Source: an optimization exercise on an open RTL-to-GDS flow (aim: small area, a short achievable clock period and few clock cycles per item). Production flows keep margins and buffers that such runs may drop.
Only simulation tests tie the RTL to the original design; equivalence was not proved.

File: flow/config.mk
export PLATFORM = sky130hd
export DESIGN_NAME = segment_intersect_dedup
export DESIGN_NICKNAME = segment_intersect_dedup
export VERILOG_FILES = /design/flow/design.v
export SDC_FILE = /design/flow/constraint.sdc
export NUM_CORES = 4
export LEC_CHECK = 0
export CAP_MARGIN = 20
export CORE_MARGIN = 2
export CORE_UTILIZATION = 40
export SLEW_MARGIN = 20
File: flow/constraint.sdc
create_clock -name core_clock -period 11.0 [get_ports {clk}]
set_input_delay 2.2000 -clock core_clock [delete_from_list [all_inputs] [get_ports {clk}]]
set_output_delay 2.2000 -clock core_clock [all_outputs]
set_load 0.01 [all_outputs]
File: flow/design.v
package segi_pkg;
  localparam int COORD_W    = 16;
  localparam int OUT_W      = 20;
  localparam int CNT_OUT_W  = 9;
  localparam int BOUND_W    = 12;
  localparam int CFG_IDX_W  = 4;
  localparam int CFG_DATA_W = 12;
  localparam int MAX_POINTS = 64;
  localparam int NEAR_FIX   = 240;    
  localparam int DIV_U = 3;
  localparam int DIV_M = 21;
  localparam int LANES = 16;
  localparam int ROWS  = MAX_POINTS / LANES;
  localparam logic [BOUND_W-1:0] WIDTH_RST  = 12'd640;
  localparam logic [BOUND_W-1:0] HEIGHT_RST = 12'd480;
endpackage
module segi_macc (
  input  logic signed [16:0] a,
  input  logic signed [16:0] b,
  input  logic signed [16:0] c,
  input  logic signed [16:0] d,
  output logic signed [33:0] p
);
  logic signed [35:0] full;
  assign full = a * b - c * d;
  assign p    = full[33:0];
endmodule
module segi_mul (
  input  logic signed [33:0] a,
  input  logic signed [16:0] b,
  output logic signed [49:0] p
);
  logic signed [50:0] full;
  assign full = a * b;
  assign p    = full[49:0];
endmodule
module segi_div #(
  parameter int PW = 8
) (
  input  logic                        clk,
  input  logic                        rst_n,
  input  logic                        load,
  input  logic [2:0]                  ld_k,
  input  logic [33:0]                 ld_dn,
  input  logic [33:0]                 ld_wx,
  input  logic [33:0]                 ld_wy,
  input  logic [segi_pkg::DIV_M-1:0]  ld_sx,
  input  logic [segi_pkg::DIV_M-1:0]  ld_sy,
  input  logic [PW-1:0]               ld_pay,
  input  logic                        take,
  output logic                        idle,
  output logic                        done,
  output logic [36:0]                 ws_x,
  output logic [36:0]                 wc_x,
  output logic [36:0]                 ws_y,
  output logic [36:0]                 wc_y,
  output logic [segi_pkg::DIV_M-1:0]  qp_x,
  output logic [segi_pkg::DIV_M-1:0]  qn_x,
  output logic [segi_pkg::DIV_M-1:0]  qp_y,
  output logic [segi_pkg::DIV_M-1:0]  qn_y,
  output logic [PW-1:0]               pay
);
  localparam int U = segi_pkg::DIV_U;
  localparam int M = segi_pkg::DIV_M;
  logic [1:0]  st_r;       
  logic [2:0]  cnt_r;
  logic [33:0] dn_r;
  logic [36:0] wsx_r, wcx_r, wsy_r, wcy_r;
  logic [M-1:0] sqx_r, qnx_r, sqy_r, qny_r;
  logic [PW-1:0] pay_r;
  logic [36:0] wsx_n, wcx_n, wsy_n, wcy_n;
  logic [M-1:0] sqx_n, qnx_n, sqy_n, qny_n;
  always_comb begin
    logic [36:0] s, c, ys, yc, dd;
    logic [M-1:0] sq, qn;
    logic [3:0] est;
    logic q1, qm;
    s = wsx_r; c = wcx_r; sq = sqx_r; qn = qnx_r;
    for (int i = 0; i < U; i++) begin
      ys  = {s[35:0], sq[M-1]};
      yc  = {c[35:0], 1'b0};
      est = ys[36:33] + yc[36:33];
      q1  = !est[3];
      qm  = est[3] && (est != 4'b1111);
      dd  = q1 ? ~{3'b000, dn_r} : (qm ? {3'b000, dn_r} : 37'd0);
      s   = ys ^ yc ^ dd;
      c   = {((ys[35:0] & yc[35:0]) | (ys[35:0] & dd[35:0]) | (yc[35:0] & dd[35:0])), q1};
      sq  = {sq[M-2:0], q1};
      qn  = {qn[M-2:0], qm};
    end
    wsx_n = s; wcx_n = c; sqx_n = sq; qnx_n = qn;
    s = wsy_r; c = wcy_r; sq = sqy_r; qn = qny_r;
    for (int i = 0; i < U; i++) begin
      ys  = {s[35:0], sq[M-1]};
      yc  = {c[35:0], 1'b0};
      est = ys[36:33] + yc[36:33];
      q1  = !est[3];
      qm  = est[3] && (est != 4'b1111);
      dd  = q1 ? ~{3'b000, dn_r} : (qm ? {3'b000, dn_r} : 37'd0);
      s   = ys ^ yc ^ dd;
      c   = {((ys[35:0] & yc[35:0]) | (ys[35:0] & dd[35:0]) | (yc[35:0] & dd[35:0])), q1};
      sq  = {sq[M-2:0], q1};
      qn  = {qn[M-2:0], qm};
    end
    wsy_n = s; wcy_n = c; sqy_n = sq; qny_n = qn;
  end
  always_ff @(posedge clk) begin
    if (!rst_n) begin
      st_r <= 2'd0;
    end else if (load) begin
      st_r <= (ld_k == 3'd0) ? 2'd2 : 2'd1;
    end else if (st_r == 2'd1) begin
      if (cnt_r == 3'd1) st_r <= 2'd2;
    end else if (st_r == 2'd2 && take) begin
      st_r <= 2'd0;
    end
  end
  always_ff @(posedge clk) begin
    if (load) begin
      cnt_r <= ld_k;
      dn_r  <= ld_dn;
      wsx_r <= {3'b000, ld_wx};
      wcx_r <= '0;
      wsy_r <= {3'b000, ld_wy};
      wcy_r <= '0;
      sqx_r <= ld_sx;
      sqy_r <= ld_sy;
      qnx_r <= '0;
      qny_r <= '0;
      pay_r <= ld_pay;
    end else if (st_r == 2'd1) begin
      cnt_r <= cnt_r - 3'd1;
      wsx_r <= wsx_n;
      wcx_r <= wcx_n;
      wsy_r <= wsy_n;
      wcy_r <= wcy_n;
      sqx_r <= sqx_n;
      sqy_r <= sqy_n;
      qnx_r <= qnx_n;
      qny_r <= qny_n;
    end
  end
  assign idle = (st_r == 2'd0);
  assign done = (st_r == 2'd2);
  assign ws_x = wsx_r;
  assign wc_x = wcx_r;
  assign ws_y = wsy_r;
  assign wc_y = wcy_r;
  assign qp_x = sqx_r;
  assign qn_x = qnx_r;
  assign qp_y = sqy_r;
  assign qn_y = qny_r;
  assign pay  = pay_r;
endmodule
module segi_ptab (
  input  logic        clk,
  input  logic        rst_n,
  input  logic        scan,       
  input  logic [15:0] px,         
  input  logic [15:0] py,
  input  logic [6:0]  count,      
  output logic        near        
);
  localparam int L  = segi_pkg::LANES;
  localparam int R  = segi_pkg::ROWS;
  localparam int RB = (R > 1) ? $clog2(R) : 1;
  localparam int LB = $clog2(L);
  logic [RB-1:0] ph_r;
  logic [16:0]   lox, hix, loy, hiy;
  logic [2:0]    cq;
  logic [LB-1:0] cr;
  logic          ph_lt, ph_eq, wr_row;
  logic [L-1:0]  hit_l;
  always_ff @(posedge clk) begin
    if (!rst_n) ph_r <= '0;
    else        ph_r <= (ph_r == RB'(R - 1)) ? '0 : ph_r + 1'b1;
  end
  assign lox = {1'b0, px} - 17'd239;
  assign hix = {1'b0, px} + 17'd239;
  assign loy = {1'b0, py} - 17'd239;
  assign hiy = {1'b0, py} + 17'd239;
  assign cq     = count[6:LB];
  assign cr     = count[LB-1:0];
  assign ph_lt  = {1'b0, ph_r} < cq;
  assign ph_eq  = {1'b0, ph_r} == cq;
  assign wr_row = scan && ph_eq && (count < 7'd64);
  for (genvar l = 0; l < L; l++) begin : g_lane
    logic [R*32-1:0] ring_r;
    logic [15:0]     qx, qy;
    logic            valid, wr, nx, ny;
    assign qx    = ring_r[15:0];
    assign qy    = ring_r[31:16];
    assign valid = ph_lt || (ph_eq && (LB'(l) < cr));
    assign wr    = wr_row && (cr == LB'(l));
    assign nx    = (lox[16] || ({1'b0, qx} >= lox)) && ({1'b0, qx} <= hix);
    assign ny    = (loy[16] || ({1'b0, qy} >= loy)) && ({1'b0, qy} <= hiy);
    assign hit_l[l] = valid && nx && ny;
    if (R > 1) begin : g_rot
      always_ff @(posedge clk) ring_r <= {(wr ? {py, px} : ring_r[31:0]), ring_r[R*32-1:32]};
    end else begin : g_one
      always_ff @(posedge clk) ring_r <= wr ? {py, px} : ring_r;
    end
  end
  assign near = |hit_l;
endmodule
module segment_intersect_dedup (
  input  logic                                clk,
  input  logic                                rst_n,
  input  logic                                in_valid,
  output logic                                in_stall,
  input  logic [128:0]                        in_data,
  output logic                                out_valid,
  input  logic                                out_stall,
  output logic [52:0]                         out_data,
  input  logic                                cfg_valid,
  output logic                                cfg_ready,
  input  logic [segi_pkg::CFG_IDX_W-1:0]      cfg_index,
  input  logic [segi_pkg::CFG_DATA_W-1:0]     cfg_data
);
  localparam int U  = segi_pkg::DIV_U;
  localparam int M  = segi_pkg::DIV_M;
  localparam int R  = segi_pkg::ROWS;
  localparam int RB = (R > 1) ? $clog2(R) : 1;
  localparam int PW = 36;    
  logic [11:0] width_r, height_r;
  assign cfg_ready = 1'b1;
  always_ff @(posedge clk) begin
    if (!rst_n) begin
      width_r  <= segi_pkg::WIDTH_RST;
      height_r <= segi_pkg::HEIGHT_RST;
    end else if (cfg_valid) begin
      if (cfg_index == 4'd0) width_r <= cfg_data;
      else if (cfg_index == 4'd1) height_r <= cfg_data;
    end
  end
  logic               s0_full;
  logic [1:0]         s0_ph;
  logic               s0_clr;
  logic signed [16:0] s1x, s1y, s2x, s2y, dx, dy;
  logic signed [15:0] a0x, a0y;
  logic signed [33:0] tn_r;
  logic               in_acc;
  logic               h_valid;
  logic signed [33:0] h_den;      
  logic               h_dsign;
  logic signed [33:0] h_sn;
  logic signed [49:0] h_nx, h_ny;
  logic               h_tnok, h_clr;
  logic signed [15:0] h_a0x, h_a0y;
  logic [2:0]         h_k;
  logic [5:0]         h_ck;
  logic               h_take, h_rr;
  logic signed [16:0] ma, mb, mc, md, yb;
  logic signed [33:0] mp;
  logic signed [49:0] yp;
  assign in_stall = s0_full && (s0_ph != 2'd2);
  assign in_acc   = in_valid && !in_stall;
  always_comb begin
    unique case (s0_ph)
      2'd0:    begin ma = s2x; mb = dy;  mc = s2y; md = dx;  end    
      2'd1:    begin ma = s1x; mb = s2y; mc = s2x; md = s1y; end    
      default: begin ma = s1x; mb = dy;  mc = s1y; md = dx;  end    
    endcase
    yb = (s0_ph == 2'd1) ? s1x : s1y;
  end
  segi_macc u_macc (.a(ma), .b(mb), .c(mc), .d(md), .p(mp));
  segi_mul  u_mul  (.a(tn_r), .b(yb), .p(yp));
  function automatic logic fits(input logic signed [16:0] v, input int b);
    fits = (v < (17'sd1 <<< b)) && (v > -(17'sd1 <<< b));
  endfunction
  logic [2:0] k_new;
  always_comb begin
    if      (fits(s1x, 1)  && fits(s1y, 1))  k_new = 3'd2;
    else if (fits(s1x, 4)  && fits(s1y, 4))  k_new = 3'd3;
    else if (fits(s1x, 7)  && fits(s1y, 7))  k_new = 3'd4;
    else if (fits(s1x, 10) && fits(s1y, 10)) k_new = 3'd5;
    else if (fits(s1x, 13) && fits(s1y, 13)) k_new = 3'd6;
    else                                     k_new = 3'd7;
  end
  function automatic logic in_unit(input logic signed [33:0] num, input logic signed [33:0] den);
    if (den > 0) in_unit = (num >= 0) && (num <= den);
    else         in_unit = (num <= 0) && (num >= den);
  endfunction
  always_ff @(posedge clk) begin
    if (!rst_n) begin
      s0_full <= 1'b0;
      s0_ph   <= 2'd0;
      h_valid <= 1'b0;
    end else begin
      if (h_take) h_valid <= 1'b0;
      if (s0_full) begin
        if (s0_ph == 2'd0) begin
          if (!h_valid || h_take) s0_ph <= 2'd1;
        end else if (s0_ph == 2'd1) begin
          s0_ph <= 2'd2;
        end else begin
          h_valid <= 1'b1;
          s0_ph   <= 2'd0;
          s0_full <= in_acc;
        end
      end else if (in_acc) begin
        s0_full <= 1'b1;
        s0_ph   <= 2'd0;
      end
    end
  end
  always_ff @(posedge clk) begin
    if (in_acc) begin
      s1x    <= 17'(signed'(in_data[95:80]))  - 17'(signed'(in_data[127:112]));
      s1y    <= 17'(signed'(in_data[79:64]))  - 17'(signed'(in_data[111:96]));
      s2x    <= 17'(signed'(in_data[31:16]))  - 17'(signed'(in_data[63:48]));
      s2y    <= 17'(signed'(in_data[15:0]))   - 17'(signed'(in_data[47:32]));
      dx     <= 17'(signed'(in_data[127:112])) - 17'(signed'(in_data[63:48]));
      dy     <= 17'(signed'(in_data[111:96]))  - 17'(signed'(in_data[47:32]));
      a0x    <= in_data[127:112];
      a0y    <= in_data[111:96];
      s0_clr <= in_data[128];
    end
    if (s0_full && s0_ph == 2'd0) tn_r <= mp;
    if (s0_full && s0_ph == 2'd1) begin
      h_den <= mp;
      h_nx  <= yp;
    end
    if (s0_full && s0_ph == 2'd2) begin
      h_sn    <= mp;
      h_ny    <= yp;
      h_den   <= h_den[33] ? -h_den : h_den;
      h_dsign <= h_den[33];
      h_tnok  <= in_unit(tn_r, h_den);
      h_a0x   <= a0x;
      h_a0y   <= a0y;
      h_clr   <= s0_clr;
      h_k     <= k_new;
      h_ck    <= 6'(5 + M) - 6'(U) * {3'd0, k_new};
    end
  end
  logic [5:0]   lz;
  logic [33:0]  d_n;
  logic [48:0]  nxa, nya;
  logic [5:0]   sa;
  logic [M+33:0] yx, yy;
  logic         sn_ok, ld_hit;
  logic [2:0]   ld_k;
  logic [PW-1:0] ld_pay;
  always_comb begin
    lz = 6'd33;
    for (int i = 0; i < 34; i++) if (h_den[i]) lz = 6'(33 - i);
  end
  assign d_n   = 34'(h_den) << lz;
  assign nxa   = h_nx[49] ? 49'(-h_nx) : 49'(h_nx);
  assign nya   = h_ny[49] ? 49'(-h_ny) : 49'(h_ny);
  assign sa    = lz + h_ck;
  assign yx    = (M+34)'({{(M-15){1'b0}}, nxa} << sa);
  assign yy    = (M+34)'({{(M-15){1'b0}}, nya} << sa);
  assign sn_ok = h_dsign ? ((h_sn <= 0) && (h_sn + h_den >= 0)) : ((h_sn >= 0) && (h_sn <= h_den));
  assign ld_hit = !h_clr && (h_den != '0) && h_tnok && sn_ok;
  assign ld_k   = ld_hit ? h_k : 3'd0;
  assign ld_pay = {h_clr, ld_hit, h_nx[49] ^ h_dsign, h_ny[49] ^ h_dsign, h_a0x, h_a0y};
  logic [1:0]  u_idle, u_done, u_load, u_take;
  logic [36:0] u_wsx [2], u_wcx [2], u_wsy [2], u_wcy [2];
  logic [M-1:0] u_qpx [2], u_qnx [2], u_qpy [2], u_qny [2];
  logic [PW-1:0] u_pay [2];
  logic p1_full, p1_take, p1_rr;
  logic p2_full, p2_take;
  logic s2_full, s2_take, s2_leave;
  for (genvar g = 0; g < 2; g++) begin : g_div
    segi_div #(.PW(PW)) u_div (
      .clk    (clk),
      .rst_n  (rst_n),
      .load   (u_load[g]),
      .ld_k   (ld_k),
      .ld_dn  (d_n),
      .ld_wx  (yx[M+33:M]),
      .ld_wy  (yy[M+33:M]),
      .ld_sx  (yx[M-1:0]),
      .ld_sy  (yy[M-1:0]),
      .ld_pay (ld_pay),
      .take   (u_take[g]),
      .idle   (u_idle[g]),
      .done   (u_done[g]),
      .ws_x   (u_wsx[g]),
      .wc_x   (u_wcx[g]),
      .ws_y   (u_wsy[g]),
      .wc_y   (u_wcy[g]),
      .qp_x   (u_qpx[g]),
      .qn_x   (u_qnx[g]),
      .qp_y   (u_qpy[g]),
      .qn_y   (u_qny[g]),
      .pay    (u_pay[g])
    );
    assign u_take[g] = p1_take && (p1_rr == 1'(g));
    assign u_load[g] = h_take && (h_rr == 1'(g));
  end
  assign h_take = h_valid && (u_idle[h_rr] || u_take[h_rr]);
  always_ff @(posedge clk) begin
    if (!rst_n) begin
      h_rr  <= 1'b0;
      p1_rr <= 1'b0;
    end else begin
      if (h_take)  h_rr  <= !h_rr;
      if (p1_take) p1_rr <= !p1_rr;
    end
  end
  logic [36:0] wx, wy;
  logic [M:0]  qx_n, qy_n;
  logic [M-1:0] p1_qx, p1_qy;
  logic [PW-1:0] p1_pay;
  assign p1_take = u_done[p1_rr] && (!p1_full || p2_take);
  assign wx   = u_wsx[p1_rr] + u_wcx[p1_rr];
  assign wy   = u_wsy[p1_rr] + u_wcy[p1_rr];
  assign qx_n = {1'b0, u_qpx[p1_rr]} - {1'b0, u_qnx[p1_rr]} - (M+1)'(wx[36]);
  assign qy_n = {1'b0, u_qpy[p1_rr]} - {1'b0, u_qny[p1_rr]} - (M+1)'(wy[36]);
  always_ff @(posedge clk) begin
    if (!rst_n) p1_full <= 1'b0;
    else if (p1_take) p1_full <= 1'b1;
    else if (p2_take) p1_full <= 1'b0;
  end
  always_ff @(posedge clk) begin
    if (p1_take) begin
      p1_qx  <= qx_n[M-1:0];
      p1_qy  <= qy_n[M-1:0];
      p1_pay <= u_pay[p1_rr];
    end
  end
  logic        p1_clr, p1_hit, p1_negx, p1_negy;
  logic signed [15:0] p1_a0x, p1_a0y;
  assign {p1_clr, p1_hit, p1_negx, p1_negy, p1_a0x, p1_a0y} = p1_pay;
  function automatic logic signed [19:0] make_pt(input logic signed [15:0] a0,
                                                 input logic [M-1:0] q2, input logic neg);
    logic [M:0] q;
    logic signed [22:0] v, base, qs;
    q    = ({1'b0, q2} + 1'b1) >> 1;
    base = {{3{a0[15]}}, a0, 4'b0000};
    qs   = {{(22-M){1'b0}}, q};
    if (neg) qs = -qs;
    v = base + qs;
    if (v > 23'sd524287)       make_pt = 20'sd524287;
    else if (v < -23'sd524288) make_pt = -20'sd524288;
    else                       make_pt = v[19:0];
  endfunction
  logic signed [19:0] ptx, pty;
  logic               inb;
  logic               p2_clr, p2_hit, p2_inb;
  logic signed [19:0] p2_px, p2_py;
  assign ptx = p1_hit ? make_pt(p1_a0x, p1_qx, p1_negx) : 20'sd0;
  assign pty = p1_hit ? make_pt(p1_a0y, p1_qy, p1_negy) : 20'sd0;
  assign inb = p1_hit && (ptx > 0) && (pty > 0) &&
               (ptx <= signed'({4'b0, width_r, 4'b0})) && (pty <= signed'({4'b0, height_r, 4'b0}));
  assign p2_take = p1_full && (!p2_full || s2_take);
  always_ff @(posedge clk) begin
    if (!rst_n) p2_full <= 1'b0;
    else if (p2_take) p2_full <= 1'b1;
    else if (s2_take) p2_full <= 1'b0;
  end
  always_ff @(posedge clk) begin
    if (p2_take) begin
      p2_clr <= p1_clr;
      p2_hit <= p1_hit;
      p2_inb <= inb;
      p2_px  <= ptx;
      p2_py  <= pty;
    end
  end
  logic        s2_clr, s2_hit, s2_inb, s2_near;
  logic signed [19:0] s2_px, s2_py;
  logic [RB-1:0] s2_cnt;
  logic [6:0]  count_r, count_nx;
  logic        near_now, near_all, s2_done, out_ready, stored, full;
  segi_ptab u_ptab (
    .clk   (clk),
    .rst_n (rst_n),
    .scan  (s2_full && s2_inb),
    .px    (s2_px[15:0]),
    .py    (s2_py[15:0]),
    .count (count_r),
    .near  (near_now)
  );
  assign near_all  = s2_near || near_now;
  assign s2_done   = s2_full && (!s2_inb || (s2_cnt == RB'(R - 1)));
  assign out_ready = !out_valid || !out_stall;
  assign s2_leave  = s2_done && out_ready;
  assign s2_take   = p2_full && (!s2_full || s2_leave);
  assign stored    = s2_inb && !near_all && (count_r != 7'd64);
  assign full      = s2_inb && !near_all && (count_r == 7'd64);
  assign count_nx  = s2_clr ? 7'd0 : count_r + 7'(stored);
  always_ff @(posedge clk) begin
    if (!rst_n) begin
      s2_full <= 1'b0;
      count_r <= 7'd0;
    end else begin
      if (s2_leave) count_r <= count_nx;
      if (s2_take) s2_full <= 1'b1;
      else if (s2_leave) s2_full <= 1'b0;
    end
  end
  always_ff @(posedge clk) begin
    if (s2_take) begin
      s2_clr  <= p2_clr;
      s2_hit  <= p2_hit;
      s2_inb  <= p2_inb;
      s2_px   <= p2_px;
      s2_py   <= p2_py;
      s2_cnt  <= '0;
      s2_near <= 1'b0;
    end else begin
      s2_near <= near_all;
      if (s2_cnt != RB'(R - 1)) s2_cnt <= s2_cnt + 1'b1;
    end
  end
  logic        out_valid_r;
  logic [52:0] out_data_r;
  always_ff @(posedge clk) begin
    if (!rst_n) out_valid_r <= 1'b0;
    else if (s2_leave) out_valid_r <= 1'b1;
    else if (!out_stall) out_valid_r <= 1'b0;
  end
  always_ff @(posedge clk) begin
    if (s2_leave) out_data_r <= {s2_hit, s2_inb, stored, full, s2_px, s2_py, 2'b00, count_nx};
  end
  assign out_valid = out_valid_r;
  assign out_data  = out_data_r;
endmodule
File: flow/run.sh
#!/bin/bash
# synth_recipe.tcl (not shown) runs the flow's synth.tcl, then flattens the netlist and writes it again
# the make line also repeats each setting of config.mk as NAME=value (left out here)
make -C /OpenROAD-flow-scripts/flow DESIGN_CONFIG=/design/flow/config.mk WORK_HOME=/design/flow/orfs CLKGATE_MAP_FILE= SYNTH_SCRIPT=/design/flow/synth_recipe.tcl finish
==> results.json <==
{
  "slew_headroom": 0.1710,
  "syn_area_per_cell_um2": 10.29,
  "core_area_um2": 500700,
  "crit_buf_inv": 7,
  "cp_slowest_stage_delay_ns": 0.77,
  "finalSetupTns_ns": 0,
  "fin_crit_ns": 10.33,
  "outcome": "complete, no violations",
  "synth_mux_area_frac": 0.06020,
  "cts_buffer_depth": 4,
  "die-area_um2": 507800,
  "htree_levels": 5,
  "worstMarginPinSlew_ns": 1.244,
  "cts_setup_buffers": 0,
  "grt_pass1_vias": 144838,
  "start_kind": "flip-flop",
  "first_iter_violations": 13751,
  "yosys_most_used_dff": "dfxtp_1",
  "synth_top_family_by_area": "adder cells",
  "synth_fa_ha_area_frac": 0.2703,
  "drc_errors": 0,
  "r2r_slack_ns": 0.67,
  "arrival_ns": 11.03,
  "crit_type": "flip-flop to flip-flop",
  "cts_tree": "yes",
  "instances_no_fill": 26570,
  "ys_ff_latch": 3302,
  "max_cap_viol_count": 0,
  "fin_skew_ns": 0.08980,
  "cp_top_family": "adder cells",
  "met1_length_um": 281800,
  "synth_top_area_share": 0.2334,
  "mostFrequentLayoutCells": "dfxtp_1 (2340), nand2_1 (2259), inv_1 (2020)",
  "wirelength_um": 653500,
  "clk_pin_slew_ns": 0.07,
  "cts_sinks": 3302,
  "drive_gt1_frac": 0.1001,
  "cts_resized": 0,
  "hp-start": "u_ptab.g_lane[7].ring_r[122]$_DFF_P_",
  "crit_path_frequent_cell": "fa_1",
  "wire_per_inst_um": 24.60,
  "rsz0062_at_grt": "false",
  "slowest_stage": "mux2i_1",
  "syn_to_final_growth_pct": 11.55,
  "hold-path-endpoint": "u_ptab.g_lane[7].ring_r[90]$_DFF_P_",
  "die_w_um": 712.6,
  "dr_wl_met2_um": 291000,
  "synth_edf_count": 960,
  "multi_input_area_um2": 115600,
  "met3_length_um": 48360,
  "fmax_mhz": 96.81,
  "synth_area_leaders": "dfxtp_1 (23%), fa_1 (16%), edfxtp_1 (14%)",
  "ys_seq_area_frac": 0.3770,
  "rr_endpoint": "h_den[33]$_DFFE_PP_",
  "cp-end-kind": "flip-flop",
  "seq_area_um2": 75720,
  "io_pins": 206,
  "ff2ff_path_depth": 30,
  "netlist_area_um2": 200800,
  "hold_buffers": 0,
  "setup_viol": 0,
  "cp.required_ns": 11.70,
  "placedCellCount": 25913,
  "via_per_inst": 5.467,
  "synth_cell_types": 101,
  "syn_inst": 19523,
  "clk_latency_ns": 1.00,
  "synth_top_area_cell": "dfxtp_1",
  "grt_pass1_wl_um": 967200,
  "clock_tree.root_cell": "clkbuf_16",
  "finalWeightedCongestion": 0.9756,
  "synth-compound-area-share": 0.1005,
  "async_reset_ff_frac": 0,
  "hpwl_um": 479800,
  "n_fill_cell": 46985,
  "io_buffers": 202,
  "hold_class": "flip-flop to flip-flop",
  "rows": 260,
  "synthXorXnorAreaFrac": 0.02354,
  "mostFrequentLayoutCell": "dfxtp_1",
  "start_util": 0.4012,
  "top_layer_used": "met5",
  "fp.dieH_um": 712.6,
  "synthSimpleGateAreaFrac": 0.1142,
  "gr-total-overflow": 0,
  "grtUsageTotal": 0.2533,
  "vias": 145266,
  "finalMaxSlewViolations": 0,
  "ys_warn_count": 12,
  "firstDrtPassIters": 8,
  "finalCritPeriodShare": 0.9390,
  "antenna_found_initial": 50,
  "r2r-start": "s0_ph[0]$_SDFFE_PN0P_",
  "final_nets": 23091,
  "fin_util": 0.4475,
  "grt_max_degree": 117,
  "cp_max_fo": 22,
  "cts_buffers": 341,
  "hold_viol_final": 0,
  "whs_path_depth": 0,
  "ant_nets": 0
}
cell families after synthesis:
family          Yosys count
fa+ha+maj              3361
other cells               2
flops                  3302
xor+xnor                539
mux                    1097
compound gates         3288
simple gates           5053
buf+inv                2881
synth_stat cells, types with 19 or more instances:
cell type     n
o311ai_0     19
a211o_1      23
xnor2_1     345
nor4_1       99
mux2_2      786
o21ai_0    1206
o21a_1      155
o41ai_1      34
and4_1       25
a22oi_1      22
dfxtp_1    2342
a31oi_1     107
nand2_1    2264
ha_1       1731
o211ai_1     75
nor3_1      202
o22ai_1      56
inv_1      2025
a21boi_0     46
a21oi_1     750
buf_1        71
a221oi_1     25
o221ai_1     29
a2111oi_0    29
or4_1        31
and2_1       75
and3_1       60
nand3_1     233
fa_1       1630
o31ai_1      99
edfxtp_1    960
or2_2        73
o21bai_1     37
nand2b_1    143
clkbuf_1    761
a21o_1      263
o2111ai_1    24
a211oi_1     98
nor2b_1     395
xor2_1      193
nor2_1     1091
or3_1        69
mux2i_1     300
nand4_1     235
a22o_1       19
cell type report:
class | instances | area share
Antenna cell | 22 | 0.0002457
Clock buffer | 442 | 0.04257
Clock inverter | 188 | 0.01013
Inverter | 2027 | 0.03406
Multi-Input combinational cell | 13341 | 0.5159
Sequential cell | 3302 | 0.3380
Tap cell | 6681 | 0.03731
Timing Repair Buffer | 567 | 0.02185
routing by layer:
layer  up-vias  track usage
li1      66248            -
met3      1303      0.04002
met4        20       0.1067
met1     72112       0.3447
met5         -            0
met2      5583       0.4011
metrics by stage:
step                hold slack (ns)  worst slack (ns)  instance area, µm²
floorplan                    0.3096             1.130              200800
global placement             0.3095            0.7813              212100
detailed placement           0.3121            0.7730              212100
CTS                          0.2517            0.7765              223900
global route                 0.2724            0.2776              224000
finish                       0.2544            0.6709              224000
sequential cells by signal, summed over array words and instances (netlist names), 21 cells and up:
signal	cells
u_ptab.g_lane.ring_r	2048
g_div.u_div.wcx_r	74
g_div.u_div.wcy_r	74
g_div.u_div.wsx_r	74
g_div.u_div.wsy_r	74
g_div.u_div.pay_r	72
g_div.u_div.dn_r	68
out_data_r	51
h_nx	50
h_ny	50
g_div.u_div.qnx_r	42
g_div.u_div.qny_r	42
g_div.u_div.sqx_r	42
g_div.u_div.sqy_r	42
p1_pay	36
h_den	34
h_sn	34
tn_r	34
p1_qx	21
p1_qy	21
worst max path at each step:
| stage | slack [ns] | from | depth (start not counted) | to |
|---|---|---|---|---|
| finish | 0.67 | s0_ph[0]$_SDFFE_PN0P_ | 30 | h_den[33]$_DFFE_PP_ |
| global route | 0.28 | s0_ph[0]$_SDFFE_PN0P_ | 30 | h_den[33]$_DFFE_PP_ |
| CTS | 0.78 | s0_ph[0]$_SDFFE_PN0P_ | 30 | h_den[33]$_DFFE_PP_ |
| detailed placement | 0.77 | s0_ph[0]$_SDFFE_PN0P_ | 30 | h_den[33]$_DFFE_PP_ |
| global placement | 0.78 | s0_ph[0]$_SDFFE_PN0P_ | 30 | h_den[33]$_DFFE_PP_ |
| floorplan | 1.13 | s0_ph[0]$_SDFFE_PN0P_ | 30 | h_den[33]$_DFFE_PP_ |
Testbench counts, summed over its fixed seeds: cycles 14,996, items 4,800.

==> afterwards: timing with drivers on the ports <==
The flow's constraints put no driver on any port. The routed layout listed below was extracted and timed again, unchanged, in two steps. Step 1 sets driving cells, clkbuf_16 on the clock port and buf_2 on the other inputs (assumed; they add their load-dependent delay and slew). Step 2, shift: input delay + t, output delay - t, t = (earliest + latest rising clock arrival at the registers) / 2. This alone moves slack from input paths to output paths. Slacks: no drivers / after step 1 / after step 2; pairs: no drivers / after step 1.
t, ns: 1.088
slack for setup (ns): 0.671 / 0.671 / 0.671
worst setup path at the end: register to register
After both steps this run still meets setup and hold. The setup slack of this run moves by 0.000 ns with the drivers and by 0.000 ns with both steps.
